This is an optimization exercise on Yosys and OpenROAD, whose aim is small area, a short achievable clock period and few clock cycles per item, not a production implementation.
In this exercise RTL edits were held to simulation tests only and were not proved equivalent to the original.

**flow/run.sh**
```bash
#!/bin/bash
# synth_recipe.tcl (not shown) runs the flow's synth.tcl, then flattens the netlist and writes it again
# the make line also repeats each setting of config.mk as NAME=value (left out here)
make -C /OpenROAD-flow-scripts/flow DESIGN_CONFIG=/design/flow/config.mk WORK_HOME=/design/flow/orfs CLKGATE_MAP_FILE= SYNTH_SCRIPT=/design/flow/synth_recipe.tcl finish
```
**flow/constraint.sdc**
```tcl
create_clock -name core_clock -period 7.5 [get_ports {clk}]
set_input_delay 1.5000 -clock core_clock [delete_from_list [all_inputs] [get_ports {clk}]]
set_output_delay 1.5000 -clock core_clock [all_outputs]
set_load 0.01 [all_outputs]
```
**flow/design.v**
```verilog
`default_nettype none
package dtpg_pkg;
  localparam int MAX_DIM   = 1024;
  localparam int DIM_W     = 11;
  localparam int COORD_W   = 10;
  localparam int COLOR_W   = 16;
  localparam int STRIDE_W  = 12;
  localparam int ADDR_W    = 21;
  localparam int PROD_W    = COORD_W + STRIDE_W;
  localparam int DIV_NUM_W = 18;
  localparam int DIV_DEN_W = 10;
  localparam int DIV_REM_W = DIV_DEN_W;
  localparam int DIV_CNT_W = 5;
  localparam int CFG_IDX_W = 3;
  localparam int CFG_DAT_W = 16;
  localparam int BAR_IDX_W = 3;
  localparam logic [1:0] MODE_SOLID    = 2'd0;
  localparam logic [1:0] MODE_GRADIENT = 2'd1;
  localparam logic [1:0] MODE_BARS     = 2'd2;
  localparam logic [CFG_IDX_W-1:0] REG_MODE   = 3'd0;
  localparam logic [CFG_IDX_W-1:0] REG_SOLID  = 3'd1;
  localparam logic [CFG_IDX_W-1:0] REG_WIDTH  = 3'd2;
  localparam logic [CFG_IDX_W-1:0] REG_HEIGHT = 3'd3;
  localparam logic [CFG_IDX_W-1:0] REG_STRIDE = 3'd4;
  typedef enum logic [2:0] {
    ST_IDLE,
    ST_CALC0,
    ST_WAIT0,
    ST_CALC1,
    ST_WAIT1,
    ST_EMIT
  } state_t;
  typedef enum logic [1:0] {
    DIV_RED,
    DIV_GREEN,
    DIV_BAR
  } div_sel_t;
  typedef struct packed {
    logic     load;
    logic     div_start;
    div_sel_t div_sel;
    logic     cap_first;
    logic     cap_second;
    logic     emit;
  } ctrl_cmd_t;
  typedef struct packed {
    logic [1:0] mode;
    logic       div_busy;
    logic       div_done;
    logic       out_free;
  } dp_sts_t;
  function automatic logic [COLOR_W-1:0] bar_color(input logic [BAR_IDX_W-1:0] idx);
    case (idx)
      3'd0:    bar_color = 16'hf800;
      3'd1:    bar_color = 16'h07e0;
      3'd2:    bar_color = 16'h001f;
      3'd3:    bar_color = 16'hffe0;
      3'd4:    bar_color = 16'hf81f;
      3'd5:    bar_color = 16'h07ff;
      3'd6:    bar_color = 16'hffff;
      default: bar_color = 16'h0000;
    endcase
  endfunction
endpackage
`default_nettype wire
`default_nettype none
import dtpg_pkg::*;
module dtpg_div (
  input  wire logic                           clk,
  input  wire logic                           rst_n,
  input  wire logic                           start,
  input  wire logic [dtpg_pkg::DIV_NUM_W-1:0] num,
  input  wire logic [dtpg_pkg::DIV_DEN_W-1:0] den,
  output logic                                busy,
  output logic                                done,
  output logic [dtpg_pkg::DIV_NUM_W-1:0]      quo
);
  logic                 busy_r, busy_nxt;
  logic                 done_r, done_nxt;
  logic [DIV_CNT_W-1:0] cnt_r, cnt_nxt;
  logic [DIV_NUM_W-1:0] num_r, num_nxt;
  logic [DIV_DEN_W-1:0] den_r, den_nxt;
  logic [DIV_REM_W-1:0] rem_r, rem_nxt;
  logic [DIV_REM_W:0]   rem_sh;
  logic [DIV_REM_W:0]   rem_diff;
  logic                 q_bit;
  always_comb begin
    rem_sh   = {rem_r, num_r[DIV_NUM_W-1]};
    rem_diff = rem_sh - {1'b0, den_r};
    q_bit    = (rem_sh >= {1'b0, den_r});
    busy_nxt = busy_r;
    done_nxt = 1'b0;
    cnt_nxt  = cnt_r;
    num_nxt  = num_r;
    den_nxt  = den_r;
    rem_nxt  = rem_r;
    if (start) begin
      busy_nxt = 1'b1;
      cnt_nxt  = '0;
      num_nxt  = num;
      den_nxt  = den;
      rem_nxt  = '0;
    end else if (busy_r) begin
      num_nxt = {num_r[DIV_NUM_W-2:0], q_bit};
      rem_nxt = q_bit ? rem_diff[DIV_REM_W-1:0] : rem_sh[DIV_REM_W-1:0];
      cnt_nxt = cnt_r + 1'b1;
      if (cnt_r == DIV_CNT_W'(DIV_NUM_W - 1)) begin
        busy_nxt = 1'b0;
        done_nxt = 1'b1;
      end
    end
  end
  always_ff @(posedge clk) begin
    if (!rst_n) begin
      busy_r <= 1'b0;
      done_r <= 1'b0;
      cnt_r  <= '0;
    end else begin
      busy_r <= busy_nxt;
      done_r <= done_nxt;
      cnt_r  <= cnt_nxt;
    end
    num_r <= num_nxt;
    den_r <= den_nxt;
    rem_r <= rem_nxt;
  end
  assign busy = busy_r;
  assign done = done_r;
  assign quo  = num_r;
endmodule
`default_nettype wire
`default_nettype none
import dtpg_pkg::*;
module dtpg_ctrl (
  input  wire logic                clk,
  input  wire logic                rst_n,
  input  wire logic                in_tvalid,
  output logic                     in_tready,
  input  dtpg_pkg::dp_sts_t   sts,
  output dtpg_pkg::ctrl_cmd_t      cmd
);
  dtpg_pkg::state_t state_r, state_nxt;
  always_ff @(posedge clk) begin
    if (!rst_n) begin
      state_r <= ST_IDLE;
    end else begin
      state_r <= state_nxt;
    end
  end
  always_comb begin
    state_nxt      = state_r;
    cmd            = '0;
    cmd.div_sel    = DIV_BAR;
    in_tready      = 1'b0;
    case (state_r)
      ST_IDLE: begin
        in_tready = 1'b1;
        if (in_tvalid) begin
          cmd.load  = 1'b1;
          state_nxt = ST_CALC0;
        end
      end
      ST_CALC0: begin
        case (sts.mode)
          MODE_GRADIENT: begin
            cmd.div_start = 1'b1;
            cmd.div_sel   = DIV_RED;
            state_nxt     = ST_WAIT0;
          end
          MODE_BARS: begin
            cmd.div_start = 1'b1;
            cmd.div_sel   = DIV_BAR;
            state_nxt     = ST_WAIT0;
          end
          default: state_nxt = ST_EMIT;
        endcase
      end
      ST_WAIT0: begin
        if (sts.div_done) begin
          cmd.cap_first = 1'b1;
          state_nxt     = (sts.mode == MODE_GRADIENT) ? ST_CALC1 : ST_EMIT;
        end
      end
      ST_CALC1: begin
        cmd.div_start = 1'b1;
        cmd.div_sel   = DIV_GREEN;
        state_nxt     = ST_WAIT1;
      end
      ST_WAIT1: begin
        if (sts.div_done) begin
          cmd.cap_second = 1'b1;
          state_nxt      = ST_EMIT;
        end
      end
      ST_EMIT: begin
        if (sts.out_free) begin
          cmd.emit  = 1'b1;
          state_nxt = ST_IDLE;
        end
      end
      default: state_nxt = ST_IDLE;
    endcase
  end
endmodule
`default_nettype wire
`default_nettype none
import dtpg_pkg::*;
module dtpg_dp (
  input  wire logic                           clk,
  input  wire logic                           rst_n,
  input  wire logic                           cfg_we,
  input  wire logic [dtpg_pkg::CFG_IDX_W-1:0] cfg_index,
  input  wire logic [dtpg_pkg::CFG_DAT_W-1:0] cfg_wdata,
  input  wire logic                           in_restart,
  input  dtpg_pkg::ctrl_cmd_t            cmd,
  output dtpg_pkg::dp_sts_t                   sts,
  output logic                                out_tvalid,
  input  wire logic                           out_tready,
  output logic [63:0]                         out_tdata,
  output logic                                out_tlast
);
  logic [1:0]          mode_r;
  logic [COLOR_W-1:0]  solid_r;
  logic [DIM_W-1:0]    fw_r, fh_r;
  logic [STRIDE_W-1:0] stride_r;
  logic [COORD_W-1:0]  col_r, col_nxt, row_r, row_nxt;
  logic [COORD_W-1:0]  x_r, x_nxt, y_r, y_nxt;
  logic [DIV_NUM_W-1:0] res0_r, res1_r;
  logic                out_valid_r, out_valid_nxt;
  logic [COLOR_W-1:0]  color_out_r;
  logic [COORD_W-1:0]  col_out_r, row_out_r;
  logic [ADDR_W-1:0]   addr_out_r;
  logic                last_out_r;
  logic [DIM_W-1:0]    w, h, w_m1, h_m1;
  logic [DIM_W-1:0]    col_pre, row_pre, col_a, row_a, row_b, x_inc, row_inc;
  logic [7:0]          bw;
  logic [DIV_NUM_W-1:0] div_num, x_ext, y_ext;
  logic [DIV_DEN_W-1:0] div_den;
  logic                div_busy, div_done;
  logic [DIV_NUM_W-1:0] div_quo;
  logic [7:0]          red, green, blue;
  logic [BAR_IDX_W-1:0] bar_idx;
  logic [COLOR_W-1:0]  color;
  logic [PROD_W-1:0]   prod, addr_full;
  logic                last;
  always_comb begin
    if (fw_r == '0)                  w = DIM_W'(1);
    else if (fw_r > DIM_W'(MAX_DIM)) w = DIM_W'(MAX_DIM);
    else                             w = fw_r;
    if (fh_r == '0)                  h = DIM_W'(1);
    else if (fh_r > DIM_W'(MAX_DIM)) h = DIM_W'(MAX_DIM);
    else                             h = fh_r;
    w_m1 = w - 1'b1;
    h_m1 = h - 1'b1;
    bw   = (w[DIM_W-1:3] == '0) ? 8'd1 : w[DIM_W-1:3];
  end
  always_comb begin
    col_pre = in_restart ? '0 : {1'b0, col_r};
    row_pre = in_restart ? '0 : {1'b0, row_r};
    if (col_pre >= w) begin
      col_a = '0;
      row_a = row_pre + 1'b1;
    end else begin
      col_a = col_pre;
      row_a = row_pre;
    end
    row_b   = (row_a >= h) ? '0 : row_a;
    x_inc   = col_a + 1'b1;
    row_inc = row_b + 1'b1;
    x_nxt   = x_r;
    y_nxt   = y_r;
    col_nxt = col_r;
    row_nxt = row_r;
    if (cmd.load) begin
      x_nxt = col_a[COORD_W-1:0];
      y_nxt = row_b[COORD_W-1:0];
      if (x_inc >= w) begin
        col_nxt = '0;
        row_nxt = (row_inc >= h) ? '0 : row_inc[COORD_W-1:0];
      end else begin
        col_nxt = x_inc[COORD_W-1:0];
        row_nxt = row_b[COORD_W-1:0];
      end
    end
  end
  always_comb begin
    x_ext = DIV_NUM_W'(x_r);
    y_ext = DIV_NUM_W'(y_r);
    case (cmd.div_sel)
      DIV_RED: begin
        div_num = (x_ext << 8) - x_ext;
        div_den = w_m1[DIV_DEN_W-1:0];
      end
      DIV_GREEN: begin
        div_num = (y_ext << 8) - y_ext;
        div_den = h_m1[DIV_DEN_W-1:0];
      end
      default: begin
        div_num = x_ext;
        div_den = DIV_DEN_W'(bw);
      end
    endcase
  end
  dtpg_div u_div (
    .clk   (clk),
    .rst_n (rst_n),
    .start (cmd.div_start),
    .num   (div_num),
    .den   (div_den),
    .busy  (div_busy),
    .done  (div_done),
    .quo   (div_quo)
  );
  always_comb begin
    if (w == DIM_W'(1))       red = 8'd0;
    else if (res0_r > 18'd255) red = 8'hff;
    else                       red = res0_r[7:0];
    if (h == DIM_W'(1))       green = 8'd0;
    else if (res1_r > 18'd255) green = 8'hff;
    else                       green = res1_r[7:0];
    blue    = 8'hff - red;
    bar_idx = (res0_r > 18'd7) ? 3'd7 : res0_r[BAR_IDX_W-1:0];
    case (mode_r)
      MODE_GRADIENT: color = {red[7:3], green[7:2], blue[7:3]};
      MODE_BARS:     color = dtpg_pkg::bar_color(bar_idx);
      default:       color = solid_r;
    endcase
    prod      = y_r * stride_r;
    addr_full = prod + PROD_W'(x_r);
    last      = ({1'b0, x_r} == w_m1) && ({1'b0, y_r} == h_m1);
  end
  always_comb begin
    out_valid_nxt = out_valid_r;
    if (cmd.emit)        out_valid_nxt = 1'b1;
    else if (out_tready) out_valid_nxt = 1'b0;
  end
  always_ff @(posedge clk) begin
    if (!rst_n) begin
      mode_r      <= MODE_SOLID;
      solid_r     <= 16'h001f;
      fw_r        <= 11'd320;
      fh_r        <= 11'd240;
      stride_r    <= 12'd320;
      col_r       <= '0;
      row_r       <= '0;
      out_valid_r <= 1'b0;
    end else begin
      if (cfg_we) begin
        case (cfg_index)
          REG_MODE:   mode_r   <= cfg_wdata[1:0];
          REG_SOLID:  solid_r  <= cfg_wdata;
          REG_WIDTH:  fw_r     <= cfg_wdata[DIM_W-1:0];
          REG_HEIGHT: fh_r     <= cfg_wdata[DIM_W-1:0];
          REG_STRIDE: stride_r <= cfg_wdata[STRIDE_W-1:0];
          default:    ;
        endcase
      end
      col_r       <= col_nxt;
      row_r       <= row_nxt;
      out_valid_r <= out_valid_nxt;
    end
    x_r <= x_nxt;
    y_r <= y_nxt;
    if (cmd.cap_first)  res0_r <= div_quo;
    if (cmd.cap_second) res1_r <= div_quo;
    if (cmd.emit) begin
      color_out_r <= color;
      col_out_r   <= x_r;
      row_out_r   <= y_r;
      addr_out_r  <= addr_full[ADDR_W-1:0];
      last_out_r  <= last;
    end
  end
  assign sts.mode     = mode_r;
  assign sts.div_busy = div_busy;
  assign sts.div_done = div_done;
  assign sts.out_free = !out_valid_r || out_tready;
  assign out_tvalid = out_valid_r;
  assign out_tdata  = {7'd0, addr_out_r, row_out_r, col_out_r, color_out_r};
  assign out_tlast  = last_out_r;
endmodule
`default_nettype wire
`default_nettype none
import dtpg_pkg::*;
module display_test_pattern_generator (
  input  wire logic                           clk,
  input  wire logic                           rst_n,
  input  wire logic                           cfg_we,
  input  wire logic [dtpg_pkg::CFG_IDX_W-1:0] cfg_index,
  input  wire logic [dtpg_pkg::CFG_DAT_W-1:0] cfg_wdata,
  input  wire logic                           in_tvalid,
  output logic                                in_tready,
  input  wire logic [7:0]                     in_tdata,    
  output logic                                out_tvalid,
  input  wire logic                           out_tready,
  output logic [63:0]                         out_tdata,
  output logic                                out_tlast    
);
  dtpg_pkg::ctrl_cmd_t cmd;
  dtpg_pkg::dp_sts_t   sts;
  dtpg_ctrl u_ctrl (
    .clk       (clk),
    .rst_n     (rst_n),
    .in_tvalid (in_tvalid),
    .in_tready (in_tready),
    .sts       (sts),
    .cmd       (cmd)
  );
  dtpg_dp u_dp (
    .clk        (clk),
    .rst_n      (rst_n),
    .cfg_we     (cfg_we),
    .cfg_index  (cfg_index),
    .cfg_wdata  (cfg_wdata),
    .in_restart (in_tdata[0]),
    .cmd        (cmd),
    .sts        (sts),
    .out_tvalid (out_tvalid),
    .out_tready (out_tready),
    .out_tdata  (out_tdata),
    .out_tlast  (out_tlast)
  );
endmodule
`default_nettype wire
```
**flow/config.mk**
```make
export PLATFORM = sky130hd
export DESIGN_NAME = display_test_pattern_generator
export DESIGN_NICKNAME = display_test_pattern_generator
export VERILOG_FILES = /design/flow/design.v
export SDC_FILE = /design/flow/constraint.sdc
export NUM_CORES = 4
export LEC_CHECK = 0
export CAP_MARGIN = 20
export CORE_MARGIN = 2
export CORE_UTILIZATION = 40
export SLEW_MARGIN = 20
```
==> summary.txt <==
sequential cells by signal (all words and copies together) (netlist names), 11 cells and up:
signal	count
u_dp.color_out_r	16
u_dp.fw_r	11
u_dp.res0_r	18
u_dp.res1_r	16
u_dp.fh_r	11
u_dp.u_div.num_r	18
u_dp.solid_r	16
u_dp.addr_out_r	21
u_dp.stride_r	12
final timing paths:
kind,end,cells past startpoint,from,slack (ns)
max,u_dp.row_r[6],28,in_tdata[0],0.47
min reg2reg,u_dp.solid_r[13],2,u_dp.solid_r[13],0.46
max reg2reg,u_dp.row_r[6],31,u_dp.fw_r[5],0.76
min,u_dp.solid_r[13],2,u_dp.solid_r[13],0.46
routing by layer:
metal	up-vias	wire (microns)	GRT usage [%]
met3	81	2940	2.69
met1	6573	21000	29.9
met2	455	22000	35.7
met5	-	0	0
met4	0	1270	6.06
li1	6406	-	-
report_power, final:
group / total, mW / internal [mW] / switching [mW]
clock network: 1.33 / 0.777 / 0.550
registers: 1.53 / 1.44 / 0.0880
logic: 0.932 / 0.406 / 0.526
critical path: cells and delay by family:
family / cells / cell delay (ns)
AOI/OAI and AO/OA: 14 / 2.69
adders and majority gates: 4 / 0.98
buffers and inverters: 3 / 0.85
and+or+nand+nor: 7 / 1.49
layout by cell type, fill, tap and decap left out, types with 60 or more instances in the layout:
cell,Yosys,layout
inv_1,157,156
edfxtp_1,140,140
xnor2_1,74,74
buf_4,7,60
nor2_1,98,97
a21oi_1,124,124
o21ai_0,69,69
nand2_1,274,274
ha_1,129,129
clkdlybuf4s50_1,0,84
dfxtp_1,93,93
fa_1,88,88
through the flow:
| stage | std cells | setup slack, ns |
|---|---|---|
| 2_1_floorplan | 1817 | 0.133 |
| 3_3_place_gp | 2397 | 0.0247 |
| 3_5_place_dp | 2397 | -0.0807 |
| 4_1_cts | 2446 | 0.489 |
| 5_1_grt | 2447 | 0.0158 |
| 6_report | 2447 | 0.475 |
kinds of logic after synthesis:
logic type	share of synthesized area, %
buffers and inverters	5.96
AO/OA/AOI/OAI	13.3
other	0.0224
multiplexers	0.994
XOR/XNOR	5.55
flip-flops	36.2
adder cells (fa/ha/maj)	20.2
AND/OR/NAND/NOR	17.8
timing repair:
action                                  in CTS  in global routing
hold buffers                                 0                  0
setup buffers                                0                  0
gates resized for setup                      0                  2
endpoints found under the setup margin       0                  2
cell type report:
class | instances | area (sq um) | share of cell area, %
multi-input combinational | 1330 | 9730 | 50.6
sequential | 233 | 6070 | 31.5
timing repair buffer | 144 | 1290 | 6.71
clock buffer | 37 | 796 | 4.13
tap | 532 | 666 | 3.46
inverter | 159 | 597 | 3.10
clock inverter | 12 | 101 | 0.526
==> impl_metrics.toml <==
[outcome]
status = "no timing/DRC/antenna violations"

[pwr]
p_per_area_nw_per_um2 = 197
ir_worst_vdd_mv = 0.132
cellLeakagePower_nw = 7.98
power_mw = 3.79

[routing]
vias_per_cell = 5.52
drt_iter0_drc = 1140
ant_nets = 0
post-route-drc-count = 0
vias = 13500
drtPass1Iterations = 5
routed_wl_mm = 47.1
wl_per_cell_microns = 19.3

[timing]
slew_headroom_pct = 38.7
finalSetupTns_ns = 0
maxSlewViolCount = 0
finClkSkew_ns = 0.0149
fmax_ghz = 0.142
timing.final.hold_violations = 0
rsz0062_at_grt = "false"
min_period_ns = 7.03
worst_slew_pin_slew_ns = 0.920
period_share_pct = 93.7
whs_ns = 0.457
setup_viol_count_final = 0

[yosys]
synth_edf_count = 140
synth_top_area_share_pct = 25.1
avgSynthCellArea_sq_um = 9.24
synth_warnings = 3
synth_common_cells = "274 x nand2_1, 157 x inv_1, 140 x edfxtp_1, 129 x ha_1, 124 x a21oi_1"
seq_area_frac_synth_pct = 36.2
netlist_instances = 1811
synth_cell_types = 80
synth.most_common_cell = "nand2_1"
async_flop_share_pct = 0
ys_top_cells_by_area = "edfxtp_1 25%, dfxtp_1 11%, fa_1 11%, ha_1 9.6%, nand2_1 6.1%"
syn-cell-area_sq_um = 16700
synth_ff_type = "edfxtp_1"
yosys_register_bits = 233
synth_top_cell_by_area = "edfxtp_1"

[critical_path]
end_kind = "flip-flop"
crit_fanout = 10
required_ns = 8.02
crit_path_max_incr_delay_ns = 0.57
slowest_stage = "clkdlybuf4s50_1"
worstPathArrival_ns = 7.54
path_class = "in -> reg"
worst_path_most_repeated_cell = "ha_1"
cp-start-kind = "input pin"

[floorplan]
io_pins = 99
core_area_sq_um = 41100
rows = 74
fp.dieW_microns = 209
start_util_pct = 40.7
die_y_microns = 209
design.die.area_sq_um = 43500

[clocking]
cts-buffers-inserted = 27
htree_levels = 1
cts_sinks = 233
clk_latency_ns = 0.57
cts_tree = "yes"
clock-root-buffer = "clkbuf_16"
cts_buffer_depth = 3
path_clk_slew_ns = 0.06

[job]
max-cap-violations = 0

[global_route]
grt_max_degree = 59
gr-usage-all-layers_pct = 21.6
grt_pass1_wl_mm = 74.3
antenna_found_initial = 0
grt_pass1_vias = 13400
grt_overflow_total = 0

[finish]
diodes = 0
layout.nets = 2144
postLayoutCoreUtil_pct = 46.8
final_area_sq_um = 19200
drive_gt1_share_pct = 6.89
area_delta_synth_final_pct = 15.0
fillers = 3897

[placement]
gp_congestion = 0.913
dp_hpwl_mm = 35.6
placed_area_sq_um = 18300
io_buffers = 84

[hold_path]
hold_path_class = "reg -> reg"
Testbench counts, summed over its fixed seeds: cycles 801,824, items 29,696.

[re-timing with driven ports]
The results above use ideal ports. As a check the final layout listed here was re-extracted and re-timed, cells and wires unchanged. Step 1 (the two cells are an assumption about what drives the block):
set clk [get_ports {clk}]
set_driving_cell -lib_cell sky130_fd_sc_hd__clkbuf_16 $clk
set_driving_cell -lib_cell sky130_fd_sc_hd__buf_2 [delete_from_list [all_inputs] $clk]
Step 2 moves the port delays by t, midway between the first and last clock arrival at a register: inputs arrive t later, outputs are due t later. That takes back most of the time a late clock gives input paths. Three values: ideal ports, drivers, drivers and shift; two values: the first two.
t (ns): 0.619
slack for setup (ns): 0.475 / 0.503 / -0.116
clock arrival spread, ns: 0.015 / 0.015
With both steps, setup timing fails in this run, where it was met with ideal ports. For this run, drivers alone change the setup slack by +0.028 ns; drivers and shift together by -0.591 ns.
